This design comes from an exercise in tuning for small area and a short achievable clock period on the open sky130 flow, not from production work. Only simulation tests tie the RTL to the original design; equivalence was not proved. Power figures rest on the tool's default switching activity, not on a simulated workload.

==> exp/pepper <==
Design reg_alu_core, start of the top module:
module reg_alu_core
#(
  parameter int unsigned WIDTH = 32,
  parameter int unsigned NREGS = 32
) (
  input  logic                     clk,
  input  logic                     reset,
  input  logic [$clog2(NREGS)-1:0] rs_addr,
  input  logic [$clog2(NREGS)-1:0] rt_addr,
  input  logic [$clog2(NREGS)-1:0] wr_addr,
  input  logic [WIDTH-1:0]         wr_data,
  input  logic                     reg_write,
  input  logic                     alu_op0,
  input  logic                     alu_op1,
  input  logic [5:0]               funct,
  input  logic                     alu_src,
  input  logic [WIDTH-1:0]         imm,
  output logic [WIDTH-1:0]         read_data1,
  output logic [WIDTH-1:0]         read_data2,
  output logic [WIDTH-1:0]         alu_result,
  output logic                     zero,
  output logic                     cout
);
  logic [2:0]       op;
  logic [WIDTH-1:0] a, b, b_eff, sum;
  logic             sub, carry, less, zero_sum;
  logic             is_and, is_or, is_arith, is_slt;
  regfile #(
    .Width (WIDTH),
    .NRegs (NREGS)
  ) u_regfile (
    .clk_i     (clk),
    .rst_ni    (reset),
    .rs_addr_i (rs_addr),
    .rt_addr_i (rt_addr),
    .wr_addr_i (wr_addr),
    .wr_data_i (wr_data),
    .we_i      (reg_write),
    .rs_data_o (read_data1),
    .rt_data_o (read_data2)
  );
  alu_decode u_alu_decode (
    .alu_op0_i (alu_op0),
  ...
export LEC_CHECK = 0
export CAP_MARGIN = 20
export CORE_MARGIN = 2
export CORE_UTILIZATION = 45
export CTS_CLUSTER_DIAMETER = 80
export CTS_CLUSTER_SIZE = 20
export SETUP_SLACK_MARGIN = 4
export SLEW_MARGIN = 20
export SYNTH_HIERARCHICAL = 1
export TNS_END_PERCENT = 0
create_clock -name core_clock -period 12.0 [get_ports {clk}]
standard.sh (not shown) runs the stock make flow with config.mk's settings and CLKGATE_MAP_FILE= SYNTH_SCRIPT=/design/flow/synth_recipe.tcl, a recipe that flattens the netlist after the stock synthesis.
==> flow/flow/run.sh <==
#!/bin/bash
# The standard layout (standard synthesis included), with two resizer settings changed:
#  - port buffers are buf_2 cells instead of the default pick (a delay cell);
#  - gate sizing may swap a cell for one with a different footprint (the platform's
#    MATCH_CELL_FOOTPRINT=1 limits it to same-footprint swaps).
# Each ORFS step writes its full log under orfs/logs/; make's own output goes to make.log.
set -euo pipefail
bash standard.sh MATCH_CELL_FOOTPRINT=0 \
  "BUFFER_PORTS_ARGS=-buffer_cell sky130_fd_sc_hd__buf_2" finish > make.log 2>&1
test -f out/final.def
==> exp/amber (differences from exp/pepper) <==
--- a/flow/design.v
+++ b/flow/design.v
@@ -90,40 +90,27 @@
 endmodule
 module regfile_rd_bit #(
   parameter int unsigned N = 31
 ) (
   input  logic [N-1:0] sel_i,
   input  logic [N-1:0] d_i,
   output logic         q_o
 );
-  localparam int unsigned NG = (N + 2) / 3;
-  localparam int unsigned NN = (NG + 3) / 4;
+  localparam int unsigned NG = N / 3;
+  localparam int unsigned NR = N - 3 * NG;
   logic [NG-1:0] grp_n;
-  logic [NN-1:0] part;
   for (genvar j = 0; j < int'(NG); j++) begin : g_grp
-    if (3 * j + 3 <= int'(N)) begin : g_full
-      regfile_aoi222 u_aoi (.s_i(sel_i[3*j +: 3]), .d_i(d_i[3*j +: 3]), .y_no(grp_n[j]));
-    end else begin : g_part
-      assign grp_n[j] = ~|(sel_i[N-1:3*j] & d_i[N-1:3*j]);
-    end
+    regfile_aoi222 u_aoi (.s_i(sel_i[3*j +: 3]), .d_i(d_i[3*j +: 3]), .y_no(grp_n[j]));
   end
-  for (genvar k = 0; k < int'(NN); k++) begin : g_nand
-    localparam int unsigned W = (4 * k + 4 <= int'(NG)) ? 4 : NG - 4 * k;
-    regfile_nand #(.W(W)) u_nand (.a_i(grp_n[4*k +: W]), .y_o(part[k]));
+  if (NR == 0) begin : g_rem_none
+    assign q_o = ~&grp_n;
+  end else begin : g_rem
+    assign q_o = ~&grp_n | |(sel_i[N-1 -: NR] & d_i[N-1 -: NR]);
   end
-  assign q_o = |part;
-endmodule
-module regfile_nand #(
-  parameter int unsigned W = 4
-) (
-  input  logic [W-1:0] a_i,
-  output logic         y_o
-);
-  assign y_o = ~&a_i;
 endmodule
 module regfile_aoi222 (
   input  logic [2:0] s_i,
   input  logic [2:0] d_i,
   output logic       y_no
 );
   assign y_no = ~|(s_i & d_i);
 endmodule
@@ -177,76 +164,62 @@
   assign sub      = op[2];
   assign is_and   = (op == alu_pkg::OpAnd);
   assign is_or    = (op == alu_pkg::OpOr);
   assign is_arith = (op == alu_pkg::OpAdd) | (op == alu_pkg::OpSub);
   assign is_slt   = (op == alu_pkg::OpSlt);
   assign a     = read_data1;
   assign b     = alu_src ? imm : read_data2;
   assign b_eff = b ^ {WIDTH{sub}};
-  logic [WIDTH-1:0] p, g, c_n;
+  logic [WIDTH-1:0] p, g;
   logic [WIDTH:0]   c;
   assign p = a ^ b_eff;
   assign g = a & b_eff;
   alu_prefix #(.Width(WIDTH)) u_prefix (
     .g_i   (g),
     .p_i   (p),
     .cin_i (sub),
-    .c_no  (c_n)
+    .c_o   (c[WIDTH:1])
+  );
+  assign c[0]  = sub;
+  assign sum   = p ^ c[WIDTH-1:0];
+  assign carry = c[WIDTH];
+  alu_less u_less (
+    .a_msb_i (a[WIDTH-1]),
+    .b_msb_i (b[WIDTH-1]),
+    .c_msb_i (c[WIDTH-1]),
+    .p_msb_i (p[WIDTH-1]),
+    .less_o  (less)
   );
-  assign c[0]       = sub;
-  assign c[WIDTH:1] = ~c_n;
-  assign sum        = p ^ c[WIDTH-1:0];
-  assign carry      = c[WIDTH];
   logic zero_and, zero_or;
   alu_zero #(.Width(WIDTH)) u_zero (
-    .p_i        (p),
-    .g_i        (g),
-    .cin_i      (sub),
+    .p_i      (p),
+    .g_i      (g),
+    .cin_i    (sub),
     .zero_sum_o (zero_sum),
     .zero_and_o (zero_and),
     .zero_or_o  (zero_or)
   );
-  logic             sign_diff, res0_early, res0_on_carry;
-  logic [WIDTH-1:0] res_other;
-  assign sign_diff = a[WIDTH-1] ^ b[WIDTH-1];
-  assign less      = sign_diff ? a[WIDTH-1] : ~c[WIDTH-1];
-  assign res_other = ({WIDTH{is_and}}   & (a & b)) |
-                     ({WIDTH{is_or}}    & (a | b)) |
-                     ({WIDTH{is_arith}} & sum);
-  assign res0_early    = res_other[0] | (is_slt & sign_diff & a[WIDTH-1]);
-  assign res0_on_carry = is_slt & ~sign_diff;
-  alu_late_or u_res0 (
-    .early_i (res0_early),
-    .en_i    (res0_on_carry),
-    .late_i  (c_n[WIDTH-2]),
-    .y_o     (alu_result[0])
-  );
-  assign alu_result[WIDTH-1:1] = res_other[WIDTH-1:1];
-  alu_zero_sel u_zero_sel (
-    .zero_and_i   (zero_and),
-    .zero_or_i    (zero_or),
-    .zero_sum_i   (zero_sum),
-    .en_and_i     (is_and),
-    .en_or_i      (is_or),
-    .en_sum_i     (is_arith),
-    .early_i      (is_slt & sign_diff & ~a[WIDTH-1]),
-    .en_carry_i   (is_slt & ~sign_diff),
-    .carry_n_i    (c_n[WIDTH-2]),
-    .zero_o       (zero)
-  );
+  assign alu_result = ({WIDTH{is_and}}   & (a & b)) |
+                      ({WIDTH{is_or}}    & (a | b)) |
+                      ({WIDTH{is_arith}} & sum) |
+                      {{(WIDTH-1){1'b0}}, is_slt & less};
   assign cout = (is_arith | is_slt) & carry;
+  assign zero = (is_and & zero_and) |
+                (is_or & zero_or) |
+                (is_arith & zero_sum) |
+                (is_slt & ~less);
 endmodule
 module alu_prefix #(
   parameter int unsigned Width = 32
 ) (
   input  logic [Width-1:0] g_i,
   input  logic [Width-1:0] p_i,
   input  logic             cin_i,
-  output logic [Width-1:0] c_no
+  output logic [Width-1:0] c_o
 );
   localparam int unsigned Levels = $clog2(Width);
   logic [Width-1:0] gl [Levels+1];
   logic [Width-1:0] pl [Levels+1];
   assign gl[0][Width-1:1] = g_i[Width-1:1];
   assign pl[0]            = p_i;
   alu_pfx_g0 u_g0 (.g_i(g_i[0]), .p_i(p_i[0]), .c_i(cin_i), .g_o(gl[0][0]));
   for (genvar l = 0; l < int'(Levels); l++) begin : g_lvl
@@ -271,19 +244,19 @@
         end else begin : g_n
           alu_pfx_black_n u_c (.gh_ni(gl[l][i]), .ph_ni(pl[l][i]), .gl_ni(gl[l][i-D]),
                                .pl_ni(pl[l][i-D]), .g_o(gl[l+1][i]), .p_o(pl[l+1][i]));
         end
       end
     end
   end
   if (Levels % 2 == 1) begin : g_inv_out
-    assign c_no = gl[Levels];
+    assign c_o = ~gl[Levels];
   end else begin : g_true_out
-    assign c_no = ~gl[Levels];
+    assign c_o = gl[Levels];
   end
 endmodule
 module alu_pfx_g0 (
   input  logic g_i,
   input  logic p_i,
   input  logic c_i,
   output logic g_o
 );
@@ -322,78 +295,33 @@
   input  logic gl_ni,
   input  logic pl_ni,
   output logic g_o,
   output logic p_o
 );
   assign g_o = ~(gh_ni & (ph_ni | gl_ni));
   assign p_o = ~(ph_ni | pl_ni);
 endmodule
-module alu_late_or (
-  input  logic early_i,
-  input  logic en_i,
-  input  logic late_i,
-  output logic y_o
+module alu_less (
+  input  logic a_msb_i,
+  input  logic b_msb_i,
+  input  logic c_msb_i,
+  input  logic p_msb_i,
+  output logic less_o
 );
-  assign y_o = early_i | (en_i & late_i);
+  assign less_o = (a_msb_i ^ b_msb_i) ? a_msb_i : (p_msb_i ^ c_msb_i);
 endmodule
 module alu_zero #(
   parameter int unsigned Width = 32
 ) (
   input  logic [Width-1:0] p_i,
   input  logic [Width-1:0] g_i,
   input  logic             cin_i,
   output logic             zero_sum_o,
   output logic             zero_and_o,
   output logic             zero_or_o
 );
-  logic [Width-1:0] t, miss;
-  assign t    = p_i | g_i;
-  assign miss = p_i ^ {t[Width-2:0], cin_i};
-  alu_nor_tree #(.Width(Width)) u_sum (.a_i(miss), .y_o(zero_sum_o));
-  alu_nor_tree #(.Width(Width)) u_and (.a_i(g_i),  .y_o(zero_and_o));
-  alu_nor_tree #(.Width(Width)) u_or  (.a_i(t),    .y_o(zero_or_o));
-endmodule
-module alu_nor_tree #(
-  parameter int unsigned Width = 32
-) (
-  input  logic [Width-1:0] a_i,
-  output logic             y_o
-);
-  localparam int unsigned N1 = Width / 4;
-  localparam int unsigned N2 = N1 / 4;
-  logic [N1-1:0] l1_n;
-  logic [N2-1:0] l2;
-  for (genvar i = 0; i < int'(N1); i++) begin : g_l1
-    alu_nor4 u_nor (.a_i(a_i[4*i +: 4]), .y_o(l1_n[i]));
-  end
-  for (genvar i = 0; i < int'(N2); i++) begin : g_l2
-    alu_nand4 u_nand (.a_i(l1_n[4*i +: 4]), .y_o(l2[i]));
-  end
-  assign y_o = ~|l2;
-endmodule
-module alu_nor4 (
-  input  logic [3:0] a_i,
-  output logic       y_o
-);
-  assign y_o = ~|a_i;
-endmodule
-module alu_nand4 (
-  input  logic [3:0] a_i,
-  output logic       y_o
-);
-  assign y_o = ~&a_i;
-endmodule
-module alu_zero_sel (
-  input  logic zero_and_i,
-  input  logic zero_or_i,
-  input  logic zero_sum_i,
-  input  logic en_and_i,
-  input  logic en_or_i,
-  input  logic en_sum_i,
-  input  logic early_i,
-  input  logic en_carry_i,
-  input  logic carry_n_i,
-  output logic zero_o
-);
-  assign zero_o = (en_and_i & zero_and_i) | (en_or_i & zero_or_i) | (en_sum_i & zero_sum_i) |
-                  early_i | (en_carry_i & ~carry_n_i);
+  logic [Width-1:0] t;
+  assign t          = p_i | g_i;
+  assign zero_sum_o = (p_i == {t[Width-2:0], cin_i});
+  assign zero_and_o = ~|g_i;
+  assign zero_or_o  = ~|t;
 endmodule
==> flow/run.sh (new file) <==
#!/bin/bash
# synth_recipe.tcl (not shown) runs the flow's synth.tcl, then flattens the netlist and writes it again
# the make line also repeats each setting of config.mk as NAME=value (left out here)
make -C /OpenROAD-flow-scripts/flow DESIGN_CONFIG=/design/flow/config.mk WORK_HOME=/design/flow/orfs CLKGATE_MAP_FILE= SYNTH_SCRIPT=/design/flow/synth_recipe.tcl finish
==> flow/config.mk (replaced) <==
export PLATFORM = sky130hd
export DESIGN_NAME = reg_alu_core
export DESIGN_NICKNAME = reg_alu_core
export VERILOG_FILES = /design/flow/design.v
export SDC_FILE = /design/flow/constraint.sdc
export NUM_CORES = 4
export LEC_CHECK = 0
export CAP_MARGIN = 20
export CORE_MARGIN = 2
export CORE_UTILIZATION = 45
export SETUP_SLACK_MARGIN = 3
export SLEW_MARGIN = 20
export SYNTH_HIERARCHICAL = 1
removed: flow/flow/run.sh
removed: flow/standard.sh
==> results.txt <==
exp/pepper completed without violations. exp/amber passed the timing, design-rule and antenna checks. Register-to-register slack is about the same in exp/pepper and exp/amber. In exp/amber the synthesized area is smaller than in exp/pepper, by 0.39%. Against exp/amber, the total power of exp/pepper is smaller by 15%. Against exp/pepper, the critical path depth of exp/amber is higher by 1. Of exp/pepper and exp/amber, exp/amber has the higher global-route usage (gap 0.83 points). Combinational power: exp/pepper is smaller than exp/amber (about 11%). Of exp/amber and exp/pepper, exp/amber has the higher first-iteration DRC count (gap about 4%, measured against exp/pepper). Of exp/pepper and exp/amber, exp/amber has the higher via count (gap 2.3%, measured against exp/amber). Against exp/amber, the clock-buffer cell count of exp/pepper is lower by 31. Cell count: exp/pepper is lower than exp/amber (4.0%). Against exp/pepper, the clock power of exp/amber is larger by about 56%.
==> figures <==
X dimension of the die: exp/pepper 319 um; exp/amber 319 um
Sequential fraction of total cell area: exp/pepper 58.7%; exp/amber 54.6%
Outcome: exp/pepper no timing/DRC/antenna violations; exp/amber no timing/DRC/antenna violations
Critical hold path startpoint: exp/pepper u_regfile.valid_q[29]; exp/amber u_regfile.valid_q[21]
Power share of the clock group: exp/pepper 25.8%; exp/amber 34.4%
Combinational Power: exp/pepper 1.82 mW; exp/amber 2.04 mW
Multi-input combinational area share: exp/pepper 30.4%; exp/amber 27.7%
Simple logic cell fraction of the synthesized area: exp/pepper 8.51%; exp/amber 5.89%
Die area: exp/pepper 102000 um^2; exp/amber 101000 um^2
Worst-case setup slack after placement: exp/pepper 1940 ps; exp/amber 710 ps
Clk cell area share: exp/pepper 3.09%; exp/amber 5.91%
Count of instances resized after the clock tree is built: exp/pepper 294; exp/amber 353
Mapped Avg Cell Area: exp/pepper 16.0 um^2; exp/amber 16.4 um^2
Net switching power of the design: exp/pepper 2.37 mW; exp/amber 2.68 mW
Non-clock buffers: exp/pepper 338; exp/amber 521
Sequential group share of total power: exp/pepper 51.3%; exp/amber 43.7%
Net count after synthesis: exp/pepper 2912; exp/amber 2831
Power Density: exp/pepper 152 nW/um^2; exp/amber 166 nW/um^2
Met2 routed WL: exp/pepper 82.6 mm; exp/amber 86.3 mm
Unique cell type count in the Yosys netlist: exp/pepper 56; exp/amber 62
Setup crit end: exp/pepper alu_result[18]; exp/amber alu_result[21]
Post-CTS setup buffer count: exp/pepper 59; exp/amber 91
Leakage component of the power: exp/pepper 16.6 nW; exp/amber 18.7 nW

==> afterwards: timing with drivers on the ports <==
The flow's constraints put no driver on any port. The routed layouts listed below were extracted and timed again, unchanged, in two steps. Step 1 sets driving cells, clkbuf_16 on the clock port and buf_2 on the other inputs (assumed; they add their load-dependent delay and slew). Step 2 moves the port delays by t, midway between the first and last clock arrival at a register: inputs arrive t later, outputs are due t later. That takes back most of the time a late clock gives input paths. Slacks: ideal ports / drivers / drivers and shift; pairs: ideal ports / drivers.
run | t (ns) | setup slack, ns | hold slack, ns | worst register clock-pin slew, ns
exp/pepper | 0.758 | 2.705 / 2.668 / 2.668 | 0.506 / 0.506 / 0.506 | 0.09 / 0.09
exp/amber | 0.754 | 2.195 / 2.091 / 2.091 | 0.534 / 0.534 / 0.534 | 0.07 / 0.07
After both steps every run listed still meets setup and hold. For exp/amber, which loses most, drivers alone change the setup slack by -0.104 ns; drivers and shift together by -0.104 ns.
